Background: an optimization exercise with open tools, aiming at small area and a short achievable clock period. Do not read the settings as production practice. The RTL was checked by simulation tests, not by an equivalence proof against the original design. Power and IR drop assume default switching activity.

==> design/flow/design.v <==
`default_nettype none
package init_store_pkg;
  typedef enum logic [1:0] {
    ST_NONE   = 2'd0,
    ST_END    = 2'd1,
    ST_RANOUT = 2'd2,
    ST_ABORT  = 2'd3
  } status_e;
  localparam logic [23:0] DEF_END_CODE = 24'hFF_FFFF;
  localparam int DEV_HI = 23;
  localparam int DEV_LO = 16;
  localparam int REG_HI = 15;
  localparam int REG_LO = 8;
  localparam int VAL_HI = 7;
  localparam int VAL_LO = 0;
endpackage
`default_nettype wire
`default_nettype none
module ram_ao3 (
  input  logic [2:0] s,
  input  logic [2:0] d,
  output logic       y_n
);
  assign y_n = ~((s[0] & d[0]) | (s[1] & d[1]) | (s[2] & d[2]));
endmodule
module ram_col (
  input  logic [63:0] s,
  input  logic [63:0] d,
  output logic        y
);
  logic [21:0] leaf_n;
  for (genvar g = 0; g < 21; g++) begin : g_leaf
    ram_ao3 u_ao3 (
      .s  (s[3*g +: 3]),
      .d  (d[3*g +: 3]),
      .y_n(leaf_n[g])
    );
  end
  assign leaf_n[21] = ~(s[63] & d[63]);
  assign y = ~(&leaf_n);
endmodule
module ram_dec (
  input  logic        en,
  input  logic [5:0]  a,
  output logic [63:0] sel
);
  always_comb begin
    for (int i = 0; i < 64; i++) begin
      sel[i] = en && (a == i[5:0]);
    end
  end
endmodule
module ram_sdp_init #(
  parameter int DATA_W    = 24,
  parameter int ADDR_W    = 6,
  parameter     INIT_FILE = "adv7611.mif"
) (
  input  logic              clk,
  input  logic              rst,
  input  logic              a_we_i,
  input  logic [ADDR_W-1:0] a_addr_i,
  input  logic [DATA_W-1:0] a_wdata_i,
  output logic [DATA_W-1:0] a_rdata_o,
  input  logic [2**ADDR_W-1:0] b_sel_i,
  output logic [DATA_W-1:0] b_rdata_o
);
  localparam int DEPTH = 2**ADDR_W;
  logic [DATA_W-1:0] mem_q [DEPTH];
  logic [DATA_W-1:0] a_rdata_q;
  logic [DEPTH-1:0]  a_sel, b_sel;
  logic [DEPTH-1:0]  col [DATA_W];
  logic [DATA_W-1:0] a_rd, b_rd;
  always_ff @(posedge clk) begin
    for (int i = 0; i < DEPTH; i++) begin
      if (a_we_i && (a_addr_i == i[ADDR_W-1:0])) begin
        mem_q[i] <= a_wdata_i;
      end
    end
  end
  ram_dec u_dec_a (.en(!rst), .a(a_addr_i), .sel(a_sel));
  assign b_sel = b_sel_i;
  for (genvar b = 0; b < DATA_W; b++) begin : g_bit
    for (genvar i = 0; i < DEPTH; i++) begin : g_row
      assign col[b][i] = mem_q[i][b];
    end
    ram_col u_col_a (.s(a_sel), .d(col[b]), .y(a_rd[b]));
    ram_col u_col_b (.s(b_sel), .d(col[b]), .y(b_rd[b]));
  end
  always_ff @(posedge clk) begin
    a_rdata_q <= a_rd;
  end
  assign a_rdata_o = a_rdata_q;
  assign b_rdata_o = b_rd;
endmodule
`default_nettype wire
`default_nettype none
module init_cmd_store #(
  parameter int                DATA_W    = 24,
  parameter int                ADDR_W    = 6,
  parameter                    INIT_FILE = "adv7611.mif",
  parameter logic [DATA_W-1:0] END_CODE  = {DATA_W{1'b1}}
) (
  input  logic              clk,
  input  logic              rst,
  input  logic              host_we,
  input  logic [ADDR_W-1:0] host_addr,
  input  logic [DATA_W-1:0] host_wdata,
  output logic [DATA_W-1:0] host_rdata,
  input  logic              start,
  input  logic [ADDR_W-1:0] start_addr,
  input  logic              abort,
  output logic              busy,
  output logic              done,
  output logic [1:0]        status,
  output logic [ADDR_W:0]   count,
  output logic              m_valid,
  output logic [DATA_W-1:0] m_data,
  input  logic              m_ready
);
  localparam logic [1:0] S_IDLE  = 2'd0;
  localparam logic [1:0] S_RUN   = 2'd1;
  localparam logic [1:0] S_DRAIN = 2'd2;
  logic [1:0]        state_q, state_d;
  logic [63:0]       psel_q, psel_d;
  logic              pend_q, pend_d;
  logic              infl_q, infl_d;
  logic [1:0]        occ_q, occ_d;
  logic [DATA_W-1:0] slot0_q, slot0_d;
  logic [DATA_W-1:0] slot1_q, slot1_d;
  logic [ADDR_W:0]   count_q, count_d;
  init_store_pkg::status_e           status_q, status_d;
  logic              done_q, done_d;
  logic [DATA_W-1:0] mem_rd, ret_word;
  logic              pop, ret_valid, ret_end, push, issue, run;
  logic [1:0]        occ_next;
  logic [2:0]        credit;
  ram_sdp_init #(
    .DATA_W   (DATA_W),
    .ADDR_W   (ADDR_W),
    .INIT_FILE(INIT_FILE)
  ) u_ram (
    .clk      (clk),
    .rst      (rst),
    .a_we_i   (host_we),
    .a_addr_i (host_addr),
    .a_wdata_i(host_wdata),
    .a_rdata_o(host_rdata),
    .b_sel_i  (psel_q),
    .b_rdata_o(mem_rd)
  );
  always_comb begin
    run       = (state_q == S_RUN);
    pop       = (occ_q != 2'd0) && m_ready;
    ret_word  = occ_q[0] ? slot1_q : slot0_q;
    ret_valid = infl_q && run;
    ret_end   = ret_valid && (ret_word == END_CODE);
    push      = ret_valid && !ret_end;
    occ_next  = occ_q + {1'b0, push} - {1'b0, pop};
    credit    = {1'b0, occ_q} + {2'b00, infl_q} - {2'b00, pop};
    issue     = run && !pend_q && !ret_end && !abort && (credit < 3'd2);
  end
  always_comb begin
    state_d  = state_q;
    psel_d   = psel_q;
    pend_d   = pend_q;
    infl_d   = 1'b0;
    occ_d    = occ_next;
    slot0_d  = slot0_q;
    slot1_d  = slot1_q;
    count_d  = count_q + {{ADDR_W{1'b0}}, pop};
    status_d = status_q;
    done_d   = 1'b0;
    if (pop) begin
      slot0_d = slot1_q;
    end
    if (issue) begin
      if (occ_next[0]) begin
        slot1_d = mem_rd;
      end else begin
        slot0_d = mem_rd;
      end
    end
    case (state_q)
      S_IDLE: begin
        if (start && !abort) begin
          state_d  = S_RUN;
          psel_d   = 64'd1 << start_addr;
          pend_d   = 1'b0;
          count_d  = '0;
          status_d = init_store_pkg::ST_NONE;
          occ_d    = 2'd0;
        end
      end
      S_RUN: begin
        infl_d = issue;
        if (issue) begin
          psel_d = {psel_q[62:0], 1'b0};
          pend_d = psel_q[63];
        end
        if (ret_end) begin
          state_d  = S_DRAIN;
          status_d = init_store_pkg::ST_END;
        end else if (ret_valid && pend_q) begin
          state_d  = S_DRAIN;
          status_d = init_store_pkg::ST_RANOUT;
        end
      end
      S_DRAIN: begin
        if (occ_q == 2'd0) begin
          state_d = S_IDLE;
          done_d  = 1'b1;
        end
      end
      default: begin
        state_d = S_IDLE;
      end
    endcase
    if (abort && (state_q != S_IDLE)) begin
      state_d  = S_IDLE;
      occ_d    = 2'd0;
      infl_d   = 1'b0;
      status_d = init_store_pkg::ST_ABORT;
      done_d   = 1'b1;
    end
  end
  always_ff @(posedge clk) begin
    if (rst) begin
      state_q  <= S_IDLE;
      infl_q   <= 1'b0;
      occ_q    <= 2'd0;
      count_q  <= '0;
      status_q <= init_store_pkg::ST_NONE;
      done_q   <= 1'b0;
    end else begin
      state_q  <= state_d;
      infl_q   <= infl_d;
      occ_q    <= occ_d;
      count_q  <= count_d;
      status_q <= status_d;
      done_q   <= done_d;
    end
  end
  always_ff @(posedge clk) begin
    psel_q  <= psel_d;
    pend_q  <= pend_d;
    slot0_q <= slot0_d;
    slot1_q <= slot1_d;
  end
  assign busy    = (state_q != S_IDLE);
  assign done    = done_q;
  assign status  = status_q;
  assign count   = count_q;
  assign m_valid = (occ_q != 2'd0);
  assign m_data  = slot0_q;
endmodule
`default_nettype wire
==> design/flow/flow/run.sh <==
#!/bin/bash
# Standard ORFS layout, with the port buffers made as plain buf_4 cells
# instead of the delay-buffer cell buffer_ports picks by default.
set -euo pipefail
bash standard.sh BUFFER_PORTS_ARGS="-buffer_cell sky130_fd_sc_hd__buf_4" finish > standard.log 2>&1
==> design/flow/standard.sh <==
#!/bin/bash
# synth_recipe.tcl (not shown) runs the flow's synth.tcl, then flattens the netlist and writes it again
# the make line also repeats each setting of config.mk as NAME=value (left out here)
make -C /OpenROAD-flow-scripts/flow DESIGN_CONFIG=/design/flow/config.mk WORK_HOME=/design/flow/orfs CLKGATE_MAP_FILE= SYNTH_SCRIPT=/design/flow/synth_recipe.tcl "${@:-finish}"
==> design/flow/config.mk <==
export PLATFORM = sky130hd
export DESIGN_NAME = init_cmd_store
export DESIGN_NICKNAME = init_cmd_store
export VERILOG_FILES = /design/flow/design.v
export SDC_FILE = /design/flow/constraint.sdc
export NUM_CORES = 4
export LEC_CHECK = 0
export CAP_MARGIN = 20
export CORE_MARGIN = 2
export CORE_UTILIZATION = 50
export CTS_CLUSTER_DIAMETER = 60
export CTS_CLUSTER_SIZE = 20
export SETUP_SLACK_MARGIN = 1.6
export SLEW_MARGIN = 20
export SYNTH_HIERARCHICAL = 1
export SYNTH_MINIMUM_KEEP_SIZE = 0
==> design/flow/constraint.sdc <==
create_clock -name core_clock -period 4.0 [get_ports {clk}]
set_input_delay 0.8000 -clock core_clock [delete_from_list [all_inputs] [get_ports {clk}]]
set_output_delay 0.8000 -clock core_clock [all_outputs]
set_load 0.01 [all_outputs]
==> flow_summary.yaml, run 1 <==
outcome:
  status: "finished clean"
synth:
  avgSynthCellArea_sq_um: 18.0
  synth.top_cell.area_share_pct: 74.2
  synth.top_cells.by_count: "edfxtp_1 (1625), a222oi_1 (1008), nand4_1 (203)"
  post_synth_num_cell_types: 59
  netlist.top_cell.by_area: "edfxtp_1"
  number_of_synthesized_flops_with_an_enable_pin: 1625
  synthCells: 3645
  ys_seq_area_share_pct: 76.1
  synth_top_flop_cell: "edfxtp_1"
  ys_ff_latch: 1688
  synthesis.nets: 3690
  synth_area_sq_um: 65700
  yosys_warnings: 13
  postSynth.asyncResetShare_pct: 0
  synth.top_cells.by_area: "edfxtp_1 (74%), a222oi_1 (15%), nand4_1 (1.9%)"
  post-synth-top-count-cell: "edfxtp_1"
global_route:
  number_of_antenna_violations_at_the_first_check_in_global_routing: 24
  global_route.usage.total_pct: 41.9
  globalRouteOverflowTotal: 0
  grt_pass1_vias: 47574
  grt_max_degree: 72
  grt_first_pass_wirelength_um: 388000
sta:
  timing.clock.skew_ps: 33.9
  report.final.slew_viol_count: 0
  worst_slack_ps: 1000
  setup-tns-final_ps: 0
  min_period_ps: 3000
  grt_setup_unrepaired: "yes"
  final_min_period_over_clock_period_pct: 75.0
  hold_viol_final: 0
  setup_viol: 0
  slew_headroom_pct: 7.46
  fmax_mhz: 334
  worst-slew-pin-transition_ps: 1380
  fin_worst_hold_slack_ps: 291
clocking:
  hold_buf_cts: 0
  clkLatencyLatePin_ps: 810
  tritoncts_num_sinks: 1688
  ctsHtreeMaxLevel: 4
  clk_path_buf_depth: 3
  cts_root_buf: "clkbuf_16"
  cts-buffers-inserted: 132
  clkTransAtPathRegs_ps: 90
  cts_tree: "built"
setup_path:
  reg2reg_depth: 8
  setup.worst_path.class: "input port to flip-flop"
  critPathArrivalTime_ps: 3680
  setup_crit_end: "u_ram.a_rdata_q[6]"
  cp_data_required_time_ps: 4680
  cp-end-kind: "flip-flop"
  ff2ff_setup_slack_ps: 1130
  critical_path_peak_fanout: 5
  timing.rr.start: "psel_q[3]"
  rr_endpoint: "slot0_q[22]"
  critPathLaunchType: "input port"
  worstSetupStartpoint: "rst"
flow_run:
  maxCapViolations: 0
detailed_routing:
  wl_per_cell_um: 45.7
  routed_wl_um: 294000
  dr_total_vias: 52958
  drt_drc_violations_left: 0
  firstDrtPassIters: 14
  vias_per_cell: 8.23
  number_of_violations_reported_at_the_end_of_detailed_routing_iteration_0: 17621
  final_antenna_net_count: 0
pwr:
  combPwrFrac_pct: 7.7
  p_leak_nw: 26.7
  power_frac_seq_pct: 54.2
  cellInternalPower_mw: 27.9
  switchingPower_mw: 8.73
  switching_share_pct: 23.8
  clock_power_share_pct: 38.1
  power.ir.vdd_worst_uv: 491
  power.density_cell_area_nw_per_um2: 444
finish:
  post_layout_nonfiller_instances: 6432
  finalNetCount: 4607
  post_route_cells_drive_above_1_share_pct: 29.3
  areaGrowthSynthToFinish_pct: 25.4
die:
  ios: 102
  initial_utilization_pct: 50.2
  fp.dieW_um: 367
  die_y_um: 367
  coreArea_sq_um: 131000
  rows: 133
  fp.dieArea_sq_um: 134000
placement:
  dp.cells: 5782
  pre_cts_slack_ps: -375
  place.gp.congestion: 1.02
  detailed_place_hpwl_um: 169000
  placement.io_buffers: 101
hold_path:
  worst_hold_path_type: "input port to flip-flop"
[cell usage in the layout, fill, tap and decap left out, types with 11 or more instances in the layout]
cell          n
a211oi_1     25
nand2_2      12
nand3_2      28
buf_4       561
buf_16       12
a22o_1       49
dfxtp_1      57
nor2_2       43
edfxtp_1   1625
inv_6        12
diode_2      12
o21ai_0      16
nand3_1      27
nor2_4      109
clkinv_2     13
nor4_2       21
clkbuf_16   147
nor4_4       28
nor2_1       15
nand4_1     203
clkinv_1     11
bufinv_16    11
mux2_4       22
nand2_4      14
buf_6       131
a211oi_2     18
nand2_1     166
a222oi_1   1008
buf_12       69
clkbuf_1     15
buf_8        12
[cells by family after synthesis]
family | share of synthesized area, %
compound gates | 16.9
xor+xnor | 0.107
fa+ha+maj | 0.0685
buf+inv | 0.354
flops | 76.1
mux | 0.525
simple gates | 5.91
[per-layer routing]
layer  track usage, %  part of all wire (%)  up-vias
met5                0                  0.13        -
met4             24.7                   7.5       28
met3             19.4                    19     1103
met2             58.9                    41     5927
met1             53.1                    32    26279
li1                 -                     -    19621
[power by group through the flow]
stage                     combinational, mW  sequential [mW]  clock [mW]
after CTS                              2.53             19.8        14.0
after global routing                   2.83             19.8        14.6
after floorplan                       0.708             20.3           0
after detailed placement               2.01             20.4           0
final                                  2.82             19.8        14.0
after global placement                 1.93             20.4           0
[worst min-delay path by stage]
stage	startpoint	endpoint	slack [ps]	depth (start not counted)
2_1_floorplan	u_ram.mem_q[63][0]	u_ram.a_rdata_q[0]	460	2
3_3_place_gp	count_q[0]	count_q[0]	450	2
3_5_place_dp	count_q[0]	count_q[0]	460	2
4_1_cts	abort	infl_q	250	2
5_1_grt	abort	infl_q	300	2
6_report	abort	infl_q	290	2
[per-module statistics from Yosys, one instance, submodules excluded, excerpt]
module,copies in the design,area [sq um],cells inside
init_cmd_store,1,5640,458
ram_ao3,1008,10.0,1
ram_col,48,51.3,9
ram_dec,1,468,93
[registers in the layout (all words and copies together) (netlist names), 2 cells and up]
register and count:
u_ram.mem_q 1536, state_q 2, slot0_q 24, u_ram.a_rdata_q 24, status_q 2, count_q 7
occ_q 2, psel_q 64, slot1_q 24
[critical path: stages]
cell and delay, ps:
buf_12 90, inv_8 50, nand3b_1 140, buf_4 150
buf_12 130, nor2_4 90, buf_4 160, buf_8 140
buf_4 150, a222oi_1 360, nand4_1 600, nor4_4 690
nand2_1 110
[area by class of cell]
| class | count | area (sq um) |
|---|---|---|
| multi-input combinational | 1939 | 17800 |
| timing repair buffer | 793 | 7760 |
| inverter | 8 | 40.0 |
| clock buffer | 158 | 3600 |
| fill | 9280 | 48500 |
| antenna | 12 | 30.0 |
| clock inverter | 79 | 881 |
| tap | 1755 | 2200 |
| sequential | 1688 | 50100 |
[through the flow]
step                      util (%)  instance area, sq um  total power [mW]
after floorplan                  -                 66400              21.0
after global placement        54.7                 71700              22.3
after detailed placement      55.0                 72000              22.4
after CTS                     61.7                 80800              36.3
after global routing          62.9                 82400              37.3
final                         62.9                 82400              36.6
[what timing repair did]
action,CTS,global route
hold endpoints to repair,0,0
gates cloned,29,15
gates resized for setup,326,136
pin swaps,227,197
setup endpoints to repair,164,130
setup buffers,284,73
==> run 2: changes to the inputs <==
--- a/design/flow/config.mk
+++ b/design/flow/config.mk
@@ -10,7 +10,8 @@
 export CORE_UTILIZATION = 50
 export CTS_CLUSTER_DIAMETER = 60
 export CTS_CLUSTER_SIZE = 20
-export SETUP_SLACK_MARGIN = 1.6
+export SETUP_SLACK_MARGIN = 1.4
 export SLEW_MARGIN = 20
 export SYNTH_HIERARCHICAL = 1
 export SYNTH_MINIMUM_KEEP_SIZE = 0
+export TNS_END_PERCENT = 10
==> flow_summary.yaml, run 2 <==
global_route:
  number_of_antenna_violations_at_the_first_check_in_global_routing: 14
  grt_pass1_vias: 45950
  grt_first_pass_wirelength_um: 367000
  globalRouteOverflowTotal: 0
  global_route.usage.total_pct: 39.3
  grt_max_degree: 72
sta:
  fin_worst_hold_slack_ps: 190
  final_min_period_over_clock_period_pct: 73.6
  report.final.slew_viol_count: 0
  min_period_ps: 2940
  setup_viol: 0
  fmax_mhz: 340
  worst-slew-pin-transition_ps: 1330
  slew_headroom_pct: 10.4
  worst_slack_ps: 1060
  timing.clock.skew_ps: 33.3
  hold_viol_final: 0
  grt_setup_unrepaired: "yes"
pwr:
  switching_share_pct: 23.7
  combPwrFrac_pct: 6.8
  pnr_total_power_mw: 36.1
  p_leak_nw: 25.1
  cellInternalPower_mw: 27.6
  power_frac_seq_pct: 55.0
  clock_power_share_pct: 38.2
  power.ir.vdd_worst_uv: 439
  power.density_cell_area_nw_per_um2: 457
  switchingPower_mw: 8.56
clocking:
  tritoncts_num_sinks: 1688
  clk_path_buf_depth: 3
  hold_buf_cts: 0
  cts_tree: "built"
  cts-buffers-inserted: 134
  ctsHtreeMaxLevel: 4
  clkTransAtPathRegs_ps: 70
  cts_root_buf: "clkbuf_16"
  clkLatencyLatePin_ps: 800
flow_run:
  maxCapViolations: 0
synth:
  yosys_warnings: 13
  synthCells: 3645
  ys_seq_area_share_pct: 76.1
  synth_area_sq_um: 65700
  netlist.top_cell.by_area: "edfxtp_1"
  synth.top_cells.by_area: "edfxtp_1 (74%), a222oi_1 (15%), nand4_1 (1.9%)"
  synthesis.nets: 3690
  synth.top_cell.area_share_pct: 74.2
  ys_ff_latch: 1688
  synth.top_cells.by_count: "edfxtp_1 (1625), a222oi_1 (1008), nand4_1 (203)"
  avgSynthCellArea_sq_um: 18.0
  synth_top_flop_cell: "edfxtp_1"
  postSynth.asyncResetShare_pct: 0
  post_synth_num_cell_types: 59
  number_of_synthesized_flops_with_an_enable_pin: 1625
  post-synth-top-count-cell: "edfxtp_1"
die:
  ios: 102
  fp.dieW_um: 367
  fp.dieArea_sq_um: 134000
  initial_utilization_pct: 50.2
  rows: 133
  coreArea_sq_um: 131000
  die_y_um: 367
placement:
  pre_cts_slack_ps: -238
  detailed_place_hpwl_um: 165000
  dp.cells: 5769
  place.gp.congestion: 1.04
  placement.io_buffers: 101
finish:
  post_route_cells_drive_above_1_share_pct: 24.5
  registers.top_by_ff_count: "u_ram.mem_q"
  layout_commonest_cell: "edfxtp_1"
  layout_common_cells: "edfxtp_1 (1625), a222oi_1 (1008), buf_4 (528), nand4_1 (203), nand2_1 (179)"
  largest_register_ffs: 1536
  largest_registers: "u_ram.mem_q (1536), psel_q (64)"
  post_layout_nonfiller_instances: 6241
  finalNetCount: 4421
  areaGrowthSynthToFinish_pct: 20.1
detailed_routing:
  final_antenna_net_count: 0
  wl_per_cell_um: 43.9
  dr_total_vias: 50534
  number_of_violations_reported_at_the_end_of_detailed_routing_iteration_0: 15821
  routed_wl_um: 274000
  drt_drc_violations_left: 0
  vias_per_cell: 8.10
  firstDrtPassIters: 15
setup_path:
  setup.worst_path.class: "input port to flip-flop"
  critical_path_peak_fanout: 14
  critPathLaunchType: "input port"
  ff2ff_setup_slack_ps: 1090
  worst_path_most_repeated_cell: "buf_12"
  timing.critical_path.slowest_stage_cell: "nor4_4"
  critical_path.cell_chain: "buf_12 -> clkinvlp_4 -> nand3b_1 -> buf_6 -> nor2_4 -> buf_12 -> a222oi_1 -> nand4_1 -> nor4_4 -> nand2_1"
  cp_data_required_time_ps: 4670
  reg2reg_depth: 8
  timing.rr.start: "psel_q[54]"
  critPathArrivalTime_ps: 3610
  rr_endpoint: "slot0_q[21]"
  slowest_cell_delay_on_critical_path_ps: 590
  cp-end-kind: "flip-flop"
hold_path:
  worst_hold_path.endpoint: "done_q"
  hold_path_depth: 2
  worst_hold_path_type: "input port to flip-flop"
  hold_start: "rst"
outcome:
  status: "finished clean"
-- run 2: worst max-delay path by stage --
stage | slack [ps] | from | endpoint
after detailed placement | -240 | host_addr[0] | u_ram.a_rdata_q[7]
after global routing | 1110 | psel_q[51] | slot0_q[4]
after global placement | -810 | host_addr[3] | u_ram.a_rdata_q[22]
after floorplan | 1050 | host_addr[4] | u_ram.mem_q[7][0]
after CTS | 1310 | psel_q[54] | slot0_q[5]
final | 1060 | rst | u_ram.a_rdata_q[7]
-- run 2: critical path, delay by kind of cell --
kind / cells / cell delay, ps
and+or+nand+nor: 5 / 1680
buffers and inverters: 4 / 690
AOI/OAI and AO/OA: 1 / 430
-- run 2: cells by family (layout without fill, tap and decap cells) --
kind of cell	count (synthesis)	in the layout	share of synthesized area (%)
multiplexers	24	24	0.525
XOR/XNOR	8	8	0.107
AND/OR/NAND/NOR	736	738	5.91
AO/OA/AOI/OAI	1139	1142	16.9
other	0	7	0
adder cells (fa/ha/maj)	3	3	0.0685
buffers and inverters	47	876	0.354
flip-flops	1688	1688	76.1
-- run 2: metrics by stage --
stage                     TNS (ps)  util [%]  area (sq um)
after floorplan                  0         -         65800
after global placement       -1490      54.5         71400
after detailed placement      -326      54.6         71500
after CTS                        0      59.9         78500
after global routing             0      60.3         79000
final                            0      60.3         79000
-- run 2: layout make-up --
cell class,instances,area (sq um)
Clock inverter,85,883
Fill cell,9726,52000
Inverter,8,33.8
Multi-Input combinational cell,1915,16700
Timing Repair Buffer,629,5560
Antenna cell,7,17.5
Clock buffer,154,3540
Tap cell,1755,2200
Sequential cell,1688,50100
-- run 2: power groups by stage --
stage | Sequential (mW) | Combinational [mW] | Clock [mW]
floorplan | 20.3 | 0.675 | 0
detailed placement | 20.4 | 1.89 | 0
finish | 19.9 | 2.46 | 13.8
CTS | 19.9 | 2.30 | 13.9
global route | 19.9 | 2.48 | 14.5
global placement | 20.4 | 1.86 | 0
-- run 2: modules after synthesis (local to each module, per instance), a selection --
module          copies in the design  cells  area, sq um  flip-flops and latches
ram_col                           48      9         51.3                       0
ram_dec                            1     93          468                       0
ram_ao3                         1008      1         10.0                       0
init_cmd_store                     1    458         5640                     128
-- run 2: metal layers --
layer  track usage [%]  wire [um]
met3              14.9      50100
met1              53.3      93200
met2              55.9     114000
met5              1.03        298
met4              18.7      16100
-- run 2: what timing repair did --
| action | CTS | global route |
|---|---|---|
| resized for setup | 145 | 47 |
| hold endpoints to repair | 0 | 0 |
| pin swaps | 83 | 57 |
| setup buffers | 197 | 18 |
| endpoints found under the setup margin | 162 | 155 |
| gates cloned | 6 | 5 |
==> run 3: changes to the inputs <==
--- a/design/flow/config.mk
+++ b/design/flow/config.mk
@@ -7,9 +7,10 @@
 export LEC_CHECK = 0
 export CAP_MARGIN = 20
 export CORE_MARGIN = 2
-export CORE_UTILIZATION = 50
+export CORE_UTILIZATION = 58
 export CTS_CLUSTER_DIAMETER = 60
 export CTS_CLUSTER_SIZE = 20
+export PLACE_DENSITY = 0.68
 export SETUP_SLACK_MARGIN = 1.4
 export SLEW_MARGIN = 20
 export SYNTH_HIERARCHICAL = 1
==> flow_summary.yaml, run 3 <==
outcome:
  status: "finished clean"
synth:
  post_synth_fa_ha_maj_area_fraction_pct: 0.0685
  synthCells: 3645
  ys_seq_area_share_pct: 76.1
  postSynth.asyncResetShare_pct: 0
  combinational_family_with_the_most_area_after_synthesis: "compound AO/OA/AOI/OAI gates"
  synthXorXnorAreaFrac_pct: 0.107
  synth-compound-area-share_pct: 16.9
  post-synth-top-count-cell: "edfxtp_1"
  post_synth_num_cell_types: 59
  synth.top_cells.by_count: "edfxtp_1 (1625), a222oi_1 (1008), nand4_1 (203)"
  avgSynthCellArea_sq_um: 18.0
  synthesis.nets: 3690
  number_of_synthesized_flops_with_an_enable_pin: 1625
  synthMuxAreaShare_pct: 0.525
  synth_simple_gate_area_share_pct: 5.91
  synth.top_cell.area_share_pct: 74.2
  synth_top_flop_cell: "edfxtp_1"
  synth_area_sq_um: 65700
  netlist.top_cell.by_area: "edfxtp_1"
  yosys_warnings: 13
  ys_ff_latch: 1688
  synth.top_cells.by_area: "edfxtp_1 (74%), a222oi_1 (15%), nand4_1 (1.9%)"
clocking:
  tritoncts_num_sinks: 1688
  cts-buffers-inserted: 117
  clkTransAtPathRegs_ps: 70
  cts_tree: "built"
  clk_path_buf_depth: 3
  cts_root_buf: "clkbuf_16"
  ctsHtreeMaxLevel: 3
  clkLatencyLatePin_ps: 770
detailed_routing:
  wl_per_cell_um: 44.3
  number_of_violations_reported_at_the_end_of_detailed_routing_iteration_0: 16936
  vias_per_cell: 8.56
  final_antenna_net_count: 0
  drt_drc_violations_left: 0
  routed_wl_um: 260000
  firstDrtPassIters: 17
  dr_total_vias: 50242
die:
  initial_utilization_pct: 58.4
  ios: 102
  coreArea_sq_um: 112000
  fp.dieW_um: 341
  fp.dieArea_sq_um: 116000
  rows: 123
  die_y_um: 341
finish:
  registers.top_by_ff_count: "u_ram.mem_q"
  layout_commonest_cell: "edfxtp_1"
  finalNetCount: 4310
  largest_register_ffs: 1536
  utilization_pct: 68.8
  areaGrowthSynthToFinish_pct: 17.8
  largest_registers: "u_ram.mem_q (1536), psel_q (64)"
  layout_common_cells: "edfxtp_1 (1625), a222oi_1 (1008), buf_4 (458), nand4_1 (203), nand2_1 (184)"
  post_route_cells_drive_above_1_share_pct: 22.7
  post_layout_nonfiller_instances: 5868
placement:
  place.gp.congestion: 1.05
  detailed_place_hpwl_um: 152000
  placement.io_buffers: 101
  dp.cells: 5483
  pre_cts_slack_ps: -91.9
pwr:
  switching_share_pct: 23.2
  combPwrFrac_pct: 6.6
  power_frac_seq_pct: 56.2
  power.ir.vdd_worst_uv: 393
  switchingPower_mw: 8.19
  clock_power_share_pct: 37.2
  p_leak_nw: 24.4
  cellInternalPower_mw: 27.1
  power.density_cell_area_nw_per_um2: 456
global_route:
  grt_pass1_vias: 45604
  grt_first_pass_wirelength_um: 351000
  globalRouteOverflowTotal: 0
  grt_max_degree: 66
  global_route.usage.total_pct: 43.5
  number_of_antenna_violations_at_the_first_check_in_global_routing: 18
sta:
  min_period_ps: 3100
  setup_viol: 0
  hold_viol_final: 0
  timing.clock.skew_ps: 27.5
  grt_setup_unrepaired: "yes"
  worst-slew-pin-transition_ps: 1300
  worst_slack_ps: 898
  report.final.slew_viol_count: 0
  final_min_period_over_clock_period_pct: 77.6
  fmax_mhz: 322
  slew_headroom_pct: 12.4
setup_path:
  critical_path.cell_chain: "buf_8 -> clkinvlp_4 -> buf_12 -> nand3_4 -> buf_12 -> nor2_4 -> buf_12 -> a222oi_1 -> nand4_1 -> nor4_4 -> nand2_1"
  setup.worst_path.class: "input port to flip-flop"
  slowest_cell_delay_on_critical_path_ps: 810
  critPathLaunchType: "input port"
  cp-end-kind: "flip-flop"
  worst_path_most_repeated_cell: "buf_12"
  timing.critical_path.slowest_stage_cell: "nor4_4"
  critical_path_peak_fanout: 8
  critPathArrivalTime_ps: 3710
  cp_data_required_time_ps: 4610
flow_run:
  maxCapViolations: 0
hold_path:
  worst_hold_path_type: "input port to flip-flop"
[run 3: cells by family after synthesis]
kind of cell	Yosys count
fa+ha+maj	3
mux	24
xor+xnor	8
compound gates	1139
buf+inv	47
flops	1688
simple gates	736
[run 3: routing by layer]
metal	vias to the layer above	share of wire [%]	global-route usage, %
met2	5741	42	61.7
met4	26	7.5	23.2
li1	18952	-	-
met5	-	0.19	0.449
met3	1026	19	18.4
met1	24497	31	57.2
[run 3: Yosys stat by module, one instance, submodules excluded, excerpt]
module	times used	cells
ram_ao3	1008	1
ram_col	48	9
init_cmd_store	1	458
ram_dec	1	93
[run 3: worst max-delay path, delay by kind of cell]
| kind | cells | cell delay, ps |
|---|---|---|
| AO/OA/AOI/OAI | 1 | 420 |
| buffers and inverters | 5 | 620 |
| AND/OR/NAND/NOR | 5 | 1850 |
[run 3: path summary, 6_finish.rpt]
check                  start            endpoint  slack, ps  cells past startpoint
setup / recovery         rst  u_ram.a_rdata_q[0]        900                     11
hold / removal         abort              infl_q        330                      2
hold reg to reg   count_q[0]          count_q[0]        480                      2
setup reg to reg  psel_q[45]         slot0_q[23]        930                      8
[run 3: stage by stage]
step	cell area [sq um]	total power, mW	hold slack [ps]	TNS, ps
detailed placement	70900	22.2	467	-245
global route	77400	35.9	330	0
CTS	77000	35.1	310	0
finish	77500	35.3	328	0
floorplan	65800	21.0	457	0
global placement	70800	22.2	466	-1390
[run 3: area by class of cell]
class,instances,area [sq um]
clock inverters,80,1040
well taps,1500,1880
repair buffers,535,4750
flip-flops and latches,1688,50100
fillers,7326,35000
diodes,11,27.5
multi-input cells,1915,16600
clock buffers,131,3080
inverters,8,33.8
[run 3: timing repair]
action / in CTS / in global routing
setup endpoints to repair: 161 / 159
gates cloned: 9 / 2
pin swaps: 73 / 61
hold buffers: 0 / 0
gates resized for setup: 123 / 50
setup buffers: 140 / 12
[run 3: power by group through the flow]
stage	sequential [mW]	clock, mW	combinational (mW)
2_1_floorplan	20.3	0	0.675
3_3_place_gp	20.4	0	1.82
3_5_place_dp	20.4	0	1.85
4_1_cts	19.8	13.1	2.16
5_1_grt	19.9	13.7	2.35
6_report	19.9	13.1	2.33
==> run 4: changes to the inputs <==
--- a/design/flow/config.mk
+++ b/design/flow/config.mk
@@ -7,10 +7,9 @@
 export LEC_CHECK = 0
 export CAP_MARGIN = 20
 export CORE_MARGIN = 2
-export CORE_UTILIZATION = 58
+export CORE_UTILIZATION = 50
 export CTS_CLUSTER_DIAMETER = 60
-export CTS_CLUSTER_SIZE = 20
-export PLACE_DENSITY = 0.68
+export CTS_CLUSTER_SIZE = 24
 export SETUP_SLACK_MARGIN = 1.4
 export SLEW_MARGIN = 20
 export SYNTH_HIERARCHICAL = 1
==> flow_summary.yaml, run 4 <==
pwr:
  clock_power_share_pct: 38.0
  p_leak_nw: 25.2
  combPwrFrac_pct: 6.9
  power_frac_seq_pct: 55.1
  power.ir.vdd_worst_uv: 447
  cellInternalPower_mw: 27.4
  pnr_total_power_mw: 36.1
  switchingPower_mw: 8.70
  power.density_cell_area_nw_per_um2: 455
  switching_share_pct: 24.1
detailed_routing:
  number_of_violations_reported_at_the_end_of_detailed_routing_iteration_0: 15999
  vias_per_cell: 8.09
  wl_per_cell_um: 43.7
  drt_drc_violations_left: 0
  dr_total_vias: 50716
  detail_route.wirelength.met1_um: 93900
  firstDrtPassIters: 14
  route.top_layer_used: "met5"
  dr_wl_met3_um: 49600
  final_antenna_net_count: 0
  routed_wl_um: 274000
  wl_met2_um: 114000
setup_path:
  slowest_cell_delay_on_critical_path_ps: 700
  timing.rr.start: "psel_q[38]"
  critical_path_peak_fanout: 6
  rr_endpoint: "slot0_q[16]"
  setup_crit_end: "u_ram.a_rdata_q[22]"
  setup.worst_path.class: "input port to flip-flop"
  cp-end-kind: "flip-flop"
  cp_data_required_time_ps: 4700
  timing.critical_path.slowest_stage_cell: "nand4_1"
  critical_path.cell_chain: "buf_12 -> clkinvlp_4 -> nand3b_1 -> buf_6 -> nor2_4 -> buf_4 -> buf_4 -> a222oi_1 -> nand4_1 -> nor4_2 -> buf_4 -> nand2_1"
  critPathArrivalTime_ps: 3680
  worstSetupStartpoint: "rst"
  worst_path_most_repeated_cell: "buf_4"
  reg2reg_depth: 7
  ff2ff_setup_slack_ps: 1050
  critPathLaunchType: "input port"
clocking:
  tritoncts_num_sinks: 1688
  clkTransAtPathRegs_ps: 70
  ctsHtreeMaxLevel: 4
  clkLatencyLatePin_ps: 820
  cts_tree: "built"
  cts_root_buf: "clkbuf_16"
  cts-buffers-inserted: 132
  clk_path_buf_depth: 3
synth:
  synth_area_sq_um: 65700
  synth.top_cells.by_area: "edfxtp_1 (74%), a222oi_1 (15%), nand4_1 (1.9%)"
  yosys_warnings: 13
  number_of_synthesized_flops_with_an_enable_pin: 1625
  synth_top_flop_cell: "edfxtp_1"
  ys_seq_area_share_pct: 76.1
  ys_ff_latch: 1688
  synthesis.nets: 3690
  post-synth-top-count-cell: "edfxtp_1"
  postSynth.asyncResetShare_pct: 0
  synthCells: 3645
  post_synth_num_cell_types: 59
  synth.top_cell.area_share_pct: 74.2
  synth.top_cells.by_count: "edfxtp_1 (1625), a222oi_1 (1008), nand4_1 (203)"
  avgSynthCellArea_sq_um: 18.0
  netlist.top_cell.by_area: "edfxtp_1"
global_route:
  number_of_antenna_violations_at_the_first_check_in_global_routing: 15
  global_route.usage.total_pct: 39.4
  globalRouteOverflowTotal: 0
  grt_pass1_vias: 45893
  grt_max_degree: 72
  grt_first_pass_wirelength_um: 368000
sta:
  slew_headroom_pct: 12.0
  report.final.slew_viol_count: 0
  min_period_ps: 2980
  fin_worst_hold_slack_ps: 184
  hold_viol_final: 0
  worst-slew-pin-transition_ps: 1310
  final_min_period_over_clock_period_pct: 74.6
  fmax_mhz: 335
  setup_viol: 0
  timing.clock.skew_ps: 47.9
  grt_setup_unrepaired: "yes"
finish:
  layout_commonest_cell: "edfxtp_1"
  areaGrowthSynthToFinish_pct: 20.6
  largest_register_ffs: 1536
  finalNetCount: 4450
  post_layout_nonfiller_instances: 6270
  post_route_cells_drive_above_1_share_pct: 25.2
  largest_registers: "u_ram.mem_q (1536), psel_q (64)"
  fill_cells: 9695
  registers.top_by_ff_count: "u_ram.mem_q"
  area_used_by_multi_input_combinational_logic_sq_um: 16700
  seqCellArea_sq_um: 50100
  layout_common_cells: "edfxtp_1 (1625), a222oi_1 (1008), buf_4 (539), nand4_1 (203), nand2_1 (178)"
  finalInstanceArea_sq_um: 79300
die:
  fp.dieW_um: 367
  fp.dieArea_sq_um: 134000
  initial_utilization_pct: 50.2
  ios: 102
  coreArea_sq_um: 131000
  rows: 133
  die_y_um: 367
placement:
  post_dp_cell_area_sq_um: 71500
  detailed_place_hpwl_um: 165000
  placement.io_buffers: 101
  dp.cells: 5769
  place.gp.congestion: 1.04
flow_run:
  maxCapViolations: 0
outcome:
  status: "finished clean"
hold_path:
  worst_hold_path_type: "input port to flip-flop"
  hold_start: "rst"
run 4: cell counts after synthesis:
Identical to the previous run, type by type.
run 4: how the worst min path moves through the flow:
| stage | end | slack (ps) | depth (start not counted) |
|---|---|---|---|
| finish | done_q | 180 | 2 |
| global route | infl_q | 160 | 2 |
| CTS | infl_q | 160 | 2 |
| detailed placement | count_q[0] | 470 | 2 |
| global placement | count_q[0] | 460 | 2 |
| floorplan | u_ram.a_rdata_q[0] | 460 | 2 |
run 4: power by group through the flow:
stage	combinational [mW]	clock (mW)	sequential, mW
2_1_floorplan	0.675	0	20.3
3_3_place_gp	1.86	0	20.4
3_5_place_dp	1.89	0	20.4
4_1_cts	2.30	13.8	19.9
5_1_grt	2.51	14.4	19.9
6_report	2.48	13.7	19.9
run 4: metal layers:
metal  GRT usage (%)  up-vias
li1                -    19276
met1            52.9    25288
met2            56.1     5302
met3            15.6      832
met4            18.6       18
met5            1.03        -
run 4: timing repair:
| item | CTS | global route |
|---|---|---|
| endpoints found under the setup margin | 162 | 156 |
| pin swaps | 80 | 84 |
| resized for setup | 135 | 79 |
| buffers inserted | 198 | 47 |
| gates cloned | 6 | 6 |
| hold buffers | 0 | 0 |
run 4: metrics by stage:
stage | setup TNS, ps | worst slack [ps] | utilization (%)
5_1_grt | 0 | 1100 | 60.5
3_3_place_gp | -1490 | -810 | 54.5
4_1_cts | 0 | 1300 | 59.9
6_report | 0 | 1020 | 60.5
2_1_floorplan | 0 | 1050 | -
3_5_place_dp | -326 | -238 | 54.6
run 4: Yosys stat by module, one instance, submodules excluded, a selection:
| module | area (sq um) | cells inside | times used | flip-flops and latches |
|---|---|---|---|---|
| init_cmd_store | 5640 | 458 | 1 | 128 |
| ram_dec | 468 | 93 | 1 | 0 |
| ram_col | 51.3 | 9 | 48 | 0 |
| ram_ao3 | 10.0 | 1 | 1008 | 0 |
run 4: logic make-up (layout without fill, tap and decap cells):
logic type      Yosys count  in the layout  share of synthesized area (%)
flops                  1688           1688                           76.1
compound gates         1139           1142                           16.9
simple gates            736            738                           5.91
fa+ha+maj                 3              3                         0.0685
xor+xnor                  8              8                          0.107
mux                      24             24                          0.525
other cells               0              8                              0
buf+inv                  47            904                          0.354
run 4: layout make-up:
class	count	share of cell area [%]
sequential	1688	63.1
multi-input combinational	1915	21.0
timing repair buffer	660	7.45
clock buffer	149	4.43
tap	1755	2.77
clock inverter	87	1.11
inverter	8	0.0426
antenna	8	0.0252
run 4: worst max-delay path, delay by kind of cell:
kind	cells	cell delay (ps)
AO/OA/AOI/OAI	1	290
buffers and inverters	6	1060
AND/OR/NAND/NOR	5	1510
==> run 5: changes to the inputs <==
--- a/design/flow/config.mk
+++ b/design/flow/config.mk
@@ -9,8 +9,8 @@
 export CORE_MARGIN = 2
 export CORE_UTILIZATION = 50
 export CTS_CLUSTER_DIAMETER = 60
-export CTS_CLUSTER_SIZE = 24
-export SETUP_SLACK_MARGIN = 1.4
+export CTS_CLUSTER_SIZE = 20
+export SETUP_SLACK_MARGIN = 1.2
 export SLEW_MARGIN = 20
 export SYNTH_HIERARCHICAL = 1
 export SYNTH_MINIMUM_KEEP_SIZE = 0
==> flow_summary.yaml, run 5 <==
global_route:
  grt_pass1_vias: 45421
  number_of_antenna_violations_at_the_first_check_in_global_routing: 20
  grt_max_degree: 66
  globalRouteOverflowTotal: 0
  global_route.usage.total_pct: 38.6
  grt_first_pass_wirelength_um: 362000
synth:
  yosys_warnings: 13
  synthesis.nets: 3690
  synth.top_cell.area_share_pct: 74.2
  synth.top_cells.by_area: "edfxtp_1 (74%), a222oi_1 (15%), nand4_1 (1.9%)"
  synthCells: 3645
  synth.top_cells.by_count: "edfxtp_1 (1625), a222oi_1 (1008), nand4_1 (203)"
  avgSynthCellArea_sq_um: 18.0
  synth_area_sq_um: 65700
  synth_top_flop_cell: "edfxtp_1"
  ys_ff_latch: 1688
  ys_seq_area_share_pct: 76.1
  post-synth-top-count-cell: "edfxtp_1"
  post_synth_num_cell_types: 59
  postSynth.asyncResetShare_pct: 0
  netlist.top_cell.by_area: "edfxtp_1"
  number_of_synthesized_flops_with_an_enable_pin: 1625
finish:
  areaGrowthSynthToFinish_pct: 19.8
  fill_cells: 9690
  finalNetCount: 4373
  registers.top_by_ff_count: "u_ram.mem_q"
  post_layout_nonfiller_instances: 6197
  seqCellArea_sq_um: 50100
  layout_common_cells: "edfxtp_1 (1625), a222oi_1 (1008), buf_4 (491), nand4_1 (203), nand2_1 (191)"
  largest_registers: "u_ram.mem_q (1536), psel_q (64)"
  area_used_by_multi_input_combinational_logic_sq_um: 16600
  layout_commonest_cell: "edfxtp_1"
  largest_register_ffs: 1536
  post_route_cells_drive_above_1_share_pct: 23.4
sta:
  report.final.slew_viol_count: 0
  min_period_ps: 3110
  timing.clock.skew_ps: 30.0
  setup_viol: 0
  grt_setup_unrepaired: "yes"
  setup-tns-final_ps: 0
  fin_worst_hold_slack_ps: 312
  final_min_period_over_clock_period_pct: 77.8
  slew_headroom_pct: 17.3
  fmax_mhz: 321
  worst-slew-pin-transition_ps: 1240
  hold_viol_final: 0
die:
  ios: 102
  fp.dieArea_sq_um: 134000
  initial_utilization_pct: 50.2
  coreArea_sq_um: 131000
  die_y_um: 367
  fp.dieW_um: 367
  rows: 133
clocking:
  cts_root_buf: "clkbuf_16"
  clkLatencyLatePin_ps: 790
  cts_tree: "built"
  ctsHtreeMaxLevel: 4
  cts-buffers-inserted: 134
  clk_path_buf_depth: 3
  clkTransAtPathRegs_ps: 80
  tritoncts_num_sinks: 1688
  hold_buf_cts: 0
setup_path:
  cp_data_required_time_ps: 4640
  critical_path.cell_chain: "buf_12 -> clkinvlp_4 -> nand3b_1 -> buf_6 -> buf_16 -> nor2_2 -> buf_4 -> a222oi_1 -> nand4_1 -> a211oi_1 -> nand2_1"
  critical_path_peak_fanout: 24
  critPathTopFamily: "compound AO/OA/AOI/OAI gates"
  ff2ff_setup_slack_ps: 980
  timing.critical_path.slowest_stage_cell: "a211oi_1"
  timing.rr.start: "psel_q[51]"
  reg2reg_depth: 7
  slowest_cell_delay_on_critical_path_ps: 870
  setup.worst_path.class: "input port to flip-flop"
  critical_path_buffers_and_inverters: 5
  critPathLaunchType: "input port"
  rr_endpoint: "slot0_q[4]"
  cp-end-kind: "flip-flop"
  critPathArrivalTime_ps: 3760
detailed_routing:
  final_antenna_net_count: 0
  dr_total_vias: 50021
  drt_drc_violations_left: 0
  wl_per_cell_um: 43.5
  number_of_violations_reported_at_the_end_of_detailed_routing_iteration_0: 16086
  firstDrtPassIters: 15
  routed_wl_um: 270000
  vias_per_cell: 8.07
hold_path:
  worst_hold_path_type: "input port to flip-flop"
  worst_hold_path.endpoint: "infl_q"
  hold_start: "abort"
  hold_path_depth: 2
pwr:
  p_leak_nw: 24.8
  power.ir.vdd_worst_uv: 458
  power.density_cell_area_nw_per_um2: 463
placement:
  place.gp.congestion: 0.974
  placement.io_buffers: 101
  detailed_place_hpwl_um: 161000
  dp.cells: 5774
flow_run:
  maxCapViolations: 0
outcome:
  status: "finished clean"
## run 5: cell types whose count changed in the layout (fill, tap and decap cells not counted), sizes merged, moves of 2 or more
cell and change:
inv -15, o21ai -2, clkbuf +7, buf -78, bufinv +9, bufbuf +3
clkinvlp +2, diode +2
## run 5: worst max path at each step
stage | from | to | depth (start not counted)
detailed placement | rst | u_ram.a_rdata_q[11] | 10
finish | rst | u_ram.a_rdata_q[1] | 11
floorplan | host_addr[4] | u_ram.mem_q[7][0] | 4
global placement | host_addr[0] | u_ram.a_rdata_q[16] | 8
global route | rst | u_ram.a_rdata_q[21] | 12
CTS | psel_q[42] | slot0_q[7] | 7
## run 5: power breakdown
part	switching (mW)	internal (mW)
Combinational	1.59	0.789
Sequential	0.310	19.6
Clock	6.65	7.52
## run 5: per-module statistics from Yosys (local to each module, per instance), excerpt
| module | area (sq um) | times used |
|---|---|---|
| init_cmd_store | 5640 | 1 |
| ram_ao3 | 10.0 | 1008 |
| ram_col | 51.3 | 48 |
| ram_dec | 468 | 1 |
## run 5: per-stage QoR
stage / util, % / setup WS [ps] / area (sq um) / power [mW]
3_3_place_gp: 54.6 / -861 / 71600 / 22.3
6_report: 60.1 / 889 / 78800 / 36.5
2_1_floorplan: - / 1050 / 65800 / 21.0
3_5_place_dp: 54.7 / -597 / 71700 / 22.3
5_1_grt: 60.1 / 992 / 78700 / 37.2
4_1_cts: 59.6 / 1030 / 78000 / 36.3
## run 5: layer usage
metal,wire length (um),global-route usage [%],part of all wire [%],up-vias
met1,92000,51.7,34,25018
met2,113000,55.2,42,5154
li1,-,-,-,19101
met3,47900,15.0,18,734
met5,275,1.10,0.10,-
met4,16400,18.8,6.1,14
## run 5: layout make-up
type                            instances  area share, %
Multi-Input combinational cell       1913           21.1
Sequential cell                      1688           63.6
Tap cell                             1755           2.79
Inverter                                8         0.0429
Timing Repair Buffer                  583           6.71
Clock inverter                         82           1.23
Clock buffer                          158           4.57
Antenna cell                           10         0.0318
## run 5: cells by family after synthesis
| family | synth area share [%] |
|---|---|
| XOR/XNOR | 0.107 |
| buffers and inverters | 0.354 |
| flip-flops | 76.1 |
| AO/OA/AOI/OAI | 16.9 |
| AND/OR/NAND/NOR | 5.91 |
| multiplexers | 0.525 |
| adder cells (fa/ha/maj) | 0.0685 |
## run 5: repair_timing
action	4_1_cts	5_1_grt
pin swaps	41	42
endpoints found under the hold margin	0	0
resized for setup	103	53
cloned	7	6
setup buffers	120	38
setup endpoints to repair	159	152
==> run 6: changes to the inputs <==
--- a/design/flow/config.mk
+++ b/design/flow/config.mk
@@ -10,8 +10,8 @@
 export CORE_UTILIZATION = 50
 export CTS_CLUSTER_DIAMETER = 60
 export CTS_CLUSTER_SIZE = 20
-export SETUP_SLACK_MARGIN = 1.2
+export SETUP_SLACK_MARGIN = 1.6
 export SLEW_MARGIN = 20
 export SYNTH_HIERARCHICAL = 1
 export SYNTH_MINIMUM_KEEP_SIZE = 0
-export TNS_END_PERCENT = 10
+export TNS_END_PERCENT = 3
==> flow_summary.yaml, run 6 <==
die:
  rows: 133
  initial_utilization_pct: 50.2
  ios: 102
  die_y_um: 367
  coreArea_sq_um: 131000
  fp.dieW_um: 367
  fp.dieArea_sq_um: 134000
detailed_routing:
  dr_total_vias: 49465
  wl_per_cell_um: 43.5
  drt_drc_violations_left: 0
  vias_per_cell: 8.01
  final_antenna_net_count: 0
  routed_wl_um: 269000
  number_of_violations_reported_at_the_end_of_detailed_routing_iteration_0: 14567
  firstDrtPassIters: 13
setup_path:
  ff2ff_setup_slack_ps: 950
  rr_endpoint: "slot0_q[9]"
  critical_path_peak_fanout: 7
  timing.rr.start: "psel_q[54]"
  cp_data_required_time_ps: 4660
  slowest_cell_delay_on_critical_path_ps: 590
  worst_path_most_repeated_cell: "buf_12"
  setup.worst_path.class: "input port to flip-flop"
  critPathLaunchType: "input port"
  timing.critical_path.slowest_stage_cell: "a211oi_4"
  cp-end-kind: "flip-flop"
  critPathArrivalTime_ps: 3740
  reg2reg_depth: 7
  critical_path.cell_chain: "buf_12 -> clkinvlp_4 -> nand3b_1 -> buf_12 -> buf_12 -> buf_12 -> buf_12 -> nor2_4 -> buf_4 -> a222oi_1 -> nand4_1 -> a211oi_4 -> nand2_1"
finish:
  largest_register_ffs: 1536
  post_route_cells_drive_above_1_share_pct: 22.7
  areaGrowthSynthToFinish_pct: 18.9
  layout_commonest_cell: "edfxtp_1"
  post_layout_nonfiller_instances: 6175
  registers.top_by_ff_count: "u_ram.mem_q"
  finalNetCount: 4350
  layout_common_cells: "edfxtp_1 (1625), a222oi_1 (1008), buf_4 (491), nand4_1 (203), nand2_1 (190)"
  largest_registers: "u_ram.mem_q (1536), psel_q (64)"
placement:
  placement.io_buffers: 101
  dp.cells: 5771
  place.gp.congestion: 1.08
  detailed_place_hpwl_um: 160000
synth:
  synth.top_cell.area_share_pct: 74.2
  synth_area_sq_um: 65700
  postSynth.asyncResetShare_pct: 0
  synth_top_flop_cell: "edfxtp_1"
  post-synth-top-count-cell: "edfxtp_1"
  ys_seq_area_share_pct: 76.1
  synthCells: 3645
  synthesis.nets: 3690
  netlist.top_cell.by_area: "edfxtp_1"
  post_synth_num_cell_types: 59
  ys_ff_latch: 1688
  synth.top_cells.by_count: "edfxtp_1 (1625), a222oi_1 (1008), nand4_1 (203)"
  yosys_warnings: 13
  number_of_synthesized_flops_with_an_enable_pin: 1625
  avgSynthCellArea_sq_um: 18.0
  synth.top_cells.by_area: "edfxtp_1 (74%), a222oi_1 (15%), nand4_1 (1.9%)"
pwr:
  p_leak_nw: 24.5
  power.density_cell_area_nw_per_um2: 462
  power.ir.vdd_worst_uv: 481
  pnr_total_power_mw: 36.1
global_route:
  grt_max_degree: 72
  global_route.usage.total_pct: 38.7
  grt_first_pass_wirelength_um: 361000
  globalRouteOverflowTotal: 0
  number_of_antenna_violations_at_the_first_check_in_global_routing: 39
  grt_pass1_vias: 45262
clocking:
  ctsHtreeMaxLevel: 4
  cts_root_buf: "clkbuf_16"
  cts-buffers-inserted: 133
  hold_buf_cts: 0
  clkLatencyLatePin_ps: 790
  clkTransAtPathRegs_ps: 70
  cts_tree: "built"
  clk_path_buf_depth: 3
  tritoncts_num_sinks: 1688
outcome:
  status: "finished clean"
sta:
  grt_setup_unrepaired: "yes"
  report.final.slew_viol_count: 0
  setup_viol: 0
  setup-tns-final_ps: 0
  timing.clock.skew_ps: 32.4
  final_min_period_over_clock_period_pct: 76.9
  slew_headroom_pct: 14.3
  min_period_ps: 3070
  worst-slew-pin-transition_ps: 1280
  fmax_mhz: 325
  hold_viol_final: 0
hold_path:
  worst_hold_path_type: "input port to flip-flop"
  worst_hold_path.endpoint: "infl_q"
  hold_start: "abort"
  hold_path_depth: 2
flow_run:
  maxCapViolations: 0
run 6: cell families (layout without fill, tap and decap cells):
group | count (synthesis) | count (layout) | share of synthesized area, %
flops | 1688 | 1688 | 76.1
compound gates | 1139 | 1141 | 16.9
other cells | 0 | 12 | 0
fa+ha+maj | 3 | 3 | 0.0685
buf+inv | 47 | 807 | 0.354
simple gates | 736 | 737 | 5.91
mux | 24 | 24 | 0.525
xor+xnor | 8 | 8 | 0.107
run 6: worst max path at each step:
stage / start / end / slack [ps] / depth (start not counted)
6_report: rst / u_ram.a_rdata_q[14] / 930 / 13
4_1_cts: rst / u_ram.a_rdata_q[16] / 1240 / 12
2_1_floorplan: m_ready / slot1_q[0] / 1140 / 8
3_5_place_dp: rst / u_ram.a_rdata_q[18] / -170 / 9
3_3_place_gp: rst / u_ram.a_rdata_q[6] / -510 / 10
5_1_grt: rst / u_ram.a_rdata_q[16] / 1040 / 12
run 6: worst max-delay path: cells and delay by family:
| family | cells | cell delay (ps) |
|---|---|---|
| compound gates | 2 | 1000 |
| buf+inv | 7 | 1050 |
| simple gates | 4 | 860 |
run 6: routing by layer:
metal	GRT usage, %	routed length (um)	vias up
li1	-	-	19019
met1	50.5	90600	24702
met2	56.2	114000	4808
met3	13.1	43300	900
met4	23.1	20400	36
met5	0.107	236	-
run 6: through the flow:
stage                     hold slack, ps  util [%]  area (sq um)  setup slack (ps)
after global placement               454      54.6         71500              -506
after CTS                            287      59.2         77500              1240
after detailed placement             467      54.6         71600              -173
after global routing                 307      59.6         78100              1040
final                                321      59.7         78100               926
after floorplan                      457         -         65900              1140
run 6: power by group:
part,switching (mW),total [mW],internal (mW)
registers,0.330,19.9,19.6
clock network,6.67,13.8,7.18
logic,1.55,2.34,0.789
run 6: area by class of cell:
class                   count  area [sq um]
diodes                     12          30.0
clock buffers             156          3580
clock inverters            82           868
fillers                  9867         52800
inverters                   8          33.8
multi-input cells        1913         16500
flip-flops and latches   1688         50100
well taps                1755          2200
repair buffers            561          4900
run 6: Yosys stat by module (local to each module, per instance), excerpt:
module,area [sq um],cells,flops+latches
init_cmd_store,5640,458,128
ram_ao3,10.0,1,0
ram_col,51.3,9,0
ram_dec,468,93,0
run 6: timing repair:
item,CTS,global route
gates cloned,5,3
pin swaps,41,31
setup buffers,110,35
setup endpoints to repair,176,175
gates resized for setup,81,31
==> run 7: changes to the inputs <==
--- a/design/flow/config.mk
+++ b/design/flow/config.mk
@@ -7,11 +7,11 @@
 export LEC_CHECK = 0
 export CAP_MARGIN = 20
 export CORE_MARGIN = 2
-export CORE_UTILIZATION = 50
+export CORE_UTILIZATION = 54
 export CTS_CLUSTER_DIAMETER = 60
 export CTS_CLUSTER_SIZE = 20
-export SETUP_SLACK_MARGIN = 1.6
+export SETUP_SLACK_MARGIN = 1.4
 export SLEW_MARGIN = 20
 export SYNTH_HIERARCHICAL = 1
 export SYNTH_MINIMUM_KEEP_SIZE = 0
-export TNS_END_PERCENT = 3
+export TNS_END_PERCENT = 10
==> flow_summary.yaml, run 7 <==
synth:
  yosys_warnings: 13
  synth_area_sq_um: 65700
  synth.top_cell.area_share_pct: 74.2
  ys_ff_latch: 1688
  synth.top_cells.by_count: "edfxtp_1 (1625), a222oi_1 (1008), nand4_1 (203)"
  post_synth_num_cell_types: 59
  ys_seq_area_share_pct: 76.1
  netlist.top_cell.by_area: "edfxtp_1"
  synth_top_flop_cell: "edfxtp_1"
  avgSynthCellArea_sq_um: 18.0
  number_of_synthesized_flops_with_an_enable_pin: 1625
  post-synth-top-count-cell: "edfxtp_1"
  synth.top_cells.by_area: "edfxtp_1 (74%), a222oi_1 (15%), nand4_1 (1.9%)"
  postSynth.asyncResetShare_pct: 0
  synthCells: 3645
  synthesis.nets: 3690
finish:
  post_route_cells_drive_above_1_share_pct: 25.1
  layout_commonest_cell: "edfxtp_1"
  areaGrowthSynthToFinish_pct: 20.1
  largest_registers: "u_ram.mem_q (1536), psel_q (64)"
  utilization_pct: 65.1
  finalNetCount: 4409
  registers.top_by_ff_count: "u_ram.mem_q"
  largest_register_ffs: 1536
  layout_common_cells: "edfxtp_1 (1625), a222oi_1 (1008), buf_4 (510), nand4_1 (203), nand2_1 (184)"
  post_layout_nonfiller_instances: 6105
detailed_routing:
  wl_per_cell_um: 45.7
  vias_per_cell: 8.34
  number_of_violations_reported_at_the_end_of_detailed_routing_iteration_0: 15864
  dr_total_vias: 50905
  firstDrtPassIters: 15
  drt_drc_violations_left: 0
  routed_wl_um: 279000
  final_antenna_net_count: 0
clocking:
  cts_root_buf: "clkbuf_16"
  cts-buffers-inserted: 134
  cts_tree: "built"
  clkTransAtPathRegs_ps: 70
  hold_buf_cts: 0
  ctsHtreeMaxLevel: 4
  clkLatencyLatePin_ps: 780
  tritoncts_num_sinks: 1688
  clk_path_buf_depth: 3
sta:
  report.final.slew_viol_count: 0
  fmax_mhz: 326
  final_min_period_over_clock_period_pct: 76.6
  grt_setup_unrepaired: "yes"
  slew_headroom_pct: 21.4
  timing.clock.skew_ps: 31.7
  hold_viol_final: 0
  worst-slew-pin-transition_ps: 1170
  setup_viol: 0
  min_period_ps: 3060
global_route:
  grt_pass1_vias: 47111
  number_of_antenna_violations_at_the_first_check_in_global_routing: 21
  grt_first_pass_wirelength_um: 375000
  grt_max_degree: 65
  globalRouteOverflowTotal: 0
  global_route.usage.total_pct: 43.4
hold_path:
  worst_hold_path.endpoint: "infl_q"
  hold_start: "abort"
  worst_hold_path_type: "input port to flip-flop"
  hold_path_depth: 2
pwr:
  clock_power_share_pct: 38.5
  power.ir.vdd_worst_uv: 444
  power_frac_seq_pct: 54.6
  p_leak_nw: 25.1
  switching_share_pct: 23.6
  combPwrFrac_pct: 6.9
  switchingPower_mw: 8.58
  cellInternalPower_mw: 27.7
  power.density_cell_area_nw_per_um2: 460
setup_path:
  rr_endpoint: "slot0_q[3]"
  slowest_cell_delay_on_critical_path_ps: 630
  cp-end-kind: "flip-flop"
  critPathArrivalTime_ps: 3680
  worst_path_most_repeated_cell: "buf_6"
  critical_path_peak_fanout: 24
  ff2ff_setup_slack_ps: 970
  reg2reg_depth: 8
  critPathLaunchType: "input port"
  setup.worst_path.class: "input port to flip-flop"
  critical_path.cell_chain: "buf_8 -> clkinvlp_4 -> buf_12 -> nand3b_1 -> buf_6 -> buf_16 -> nor2_2 -> buf_6 -> a222oi_1 -> nand4_1 -> nor4_2 -> buf_4 -> nand2_1"
  timing.rr.start: "psel_q[33]"
  timing.critical_path.slowest_stage_cell: "nand4_1"
  cp_data_required_time_ps: 4620
placement:
  placement.io_buffers: 101
  place.gp.congestion: 1.01
  detailed_place_hpwl_um: 168000
  dp.cells: 5652
die:
  initial_utilization_pct: 54.2
  fp.dieArea_sq_um: 125000
  die_y_um: 353
  fp.dieW_um: 353
  ios: 102
  rows: 128
  coreArea_sq_um: 121000
outcome:
  status: "finished clean"
flow_run:
  maxCapViolations: 0
-- run 7: changes by cell type in the layout (fill, tap and decap cells not counted), sizes merged --
cell | previous run | this run
clkbuf | 159 | 161
inv | 31 | 36
bufbuf | 2 | 5
clkinvlp | 13 | 17
clkinv | 37 | 29
nor2 | 147 | 148
o21ai | 21 | 23
buf | 556 | 607
-- run 7: final cells by class --
class	count	area, sq um
inverter	8	33.8
clock buffer	157	3640
antenna	12	30.0
timing repair buffer	616	5670
multi-input combinational	1916	16600
tap	1625	2030
sequential	1688	50100
clock inverter	83	906
fill	8439	42300
-- run 7: Yosys stat by module, one instance, submodules excluded, a selection --
module          cells inside  copies in the design  area [sq um]
init_cmd_store           458                     1          5640
ram_col                    9                    48          51.3
ram_ao3                    1                  1008          10.0
ram_dec                   93                     1           468
-- run 7: routing by layer --
metal	global-route usage, %	up-vias	wire length (um)	share of wire, %
li1	-	19177	-	-
met1	56.2	25360	91300	33
met2	63.2	5387	119000	43
met3	15.0	953	46500	17
met4	26.8	28	21500	7.7
met5	0.830	-	502	0.18
-- run 7: worst max-delay path, delay by kind of cell --
family / cells / cell delay, ps
AOI/OAI and AO/OA: 1 / 420
and+or+nand+nor: 5 / 1450
buffers and inverters: 7 / 970
-- run 7: power by group through the flow --
stage / clock (mW) / combinational (mW) / sequential [mW]
6_report: 14.0 / 2.50 / 19.8
5_1_grt: 14.7 / 2.53 / 19.8
3_5_place_dp: 0 / 1.97 / 20.3
2_1_floorplan: 0 / 0.675 / 20.3
3_3_place_gp: 0 / 1.93 / 20.3
4_1_cts: 14.0 / 2.36 / 19.8
-- run 7: per-stage QoR --
stage               power, mW  cell area, sq um  TNS (ps)  hold WS (ps)  setup slack (ps)
floorplan                21.0             65800         0           457              1050
CTS                      36.2             78500         0           292              1160
global placement         22.3             71200     -6740           458             -1090
finish                   36.3             79000         0           328               935
global route             37.0             79000         0           321              1050
detailed placement       22.3             71300      -583           478              -200
-- run 7: kinds of logic (layout without fill, tap and decap cells) --
kind of cell    Yosys count  count (layout)  share of synthesized area (%)
fa+ha+maj                 3               3                         0.0685
compound gates         1139            1143                           16.9
buf+inv                  47             864                          0.354
xor+xnor                  8               8                          0.107
mux                      24              24                          0.525
other cells               0              12                              0
simple gates            736             738                           5.91
flops                  1688            1688                           76.1
-- run 7: timing repair --
item	CTS	global route
setup buffers	164	18
endpoints found under the setup margin	161	92
gates resized for setup	156	46
pin swaps	72	36
gates cloned	16	3
-- run 7: how the worst max path moves through the flow --
stage,from,slack [ps],cells after the start,endpoint
finish,rst,940,13,u_ram.a_rdata_q[17]
global route,rst,1050,12,u_ram.a_rdata_q[14]
CTS,rst,1160,13,u_ram.a_rdata_q[7]
detailed placement,rst,-200,11,u_ram.a_rdata_q[16]
global placement,rst,-1090,10,u_ram.a_rdata_q[21]
floorplan,host_addr[4],1050,4,u_ram.mem_q[7][0]

==> static timing again, ports no longer ideal <==
Ports are ideal in the flow. The routed layouts listed here were re-timed in OpenROAD. Step 1, drivers: a clkbuf_16 drives clk and a buf_2 each remaining input, both assumed. Step 2 moves the port delays by t, midway between the first and last clock arrival at a register: inputs arrive t later, outputs are due t later. That takes back most of the time a late clock gives input paths. Three values: ideal ports, drivers, drivers and shift; two values: the first two.
run	t, ns	slack for setup (ns)	worst slew at a driven data input, ns
run 1	0.865	1.002 / 0.964 / 0.098	0.23
run 2	0.869	1.056 / 0.993 / 0.124	0.17
run 3	0.836	0.898 / 0.871 / 0.035	0.30
run 4	0.887	1.017 / 0.972 / 0.084	0.15
run 5	0.859	0.889 / 0.889 / 0.030	0.14
run 6	0.858	0.926 / 0.928 / 0.070	0.18
run 7	0.853	0.935 / 0.954 / 0.101	0.19
After both steps every run listed still meets setup and hold. The setup slack of run 4, which loses most, moves by -0.045 ns with the drivers and by -0.933 ns with both steps.
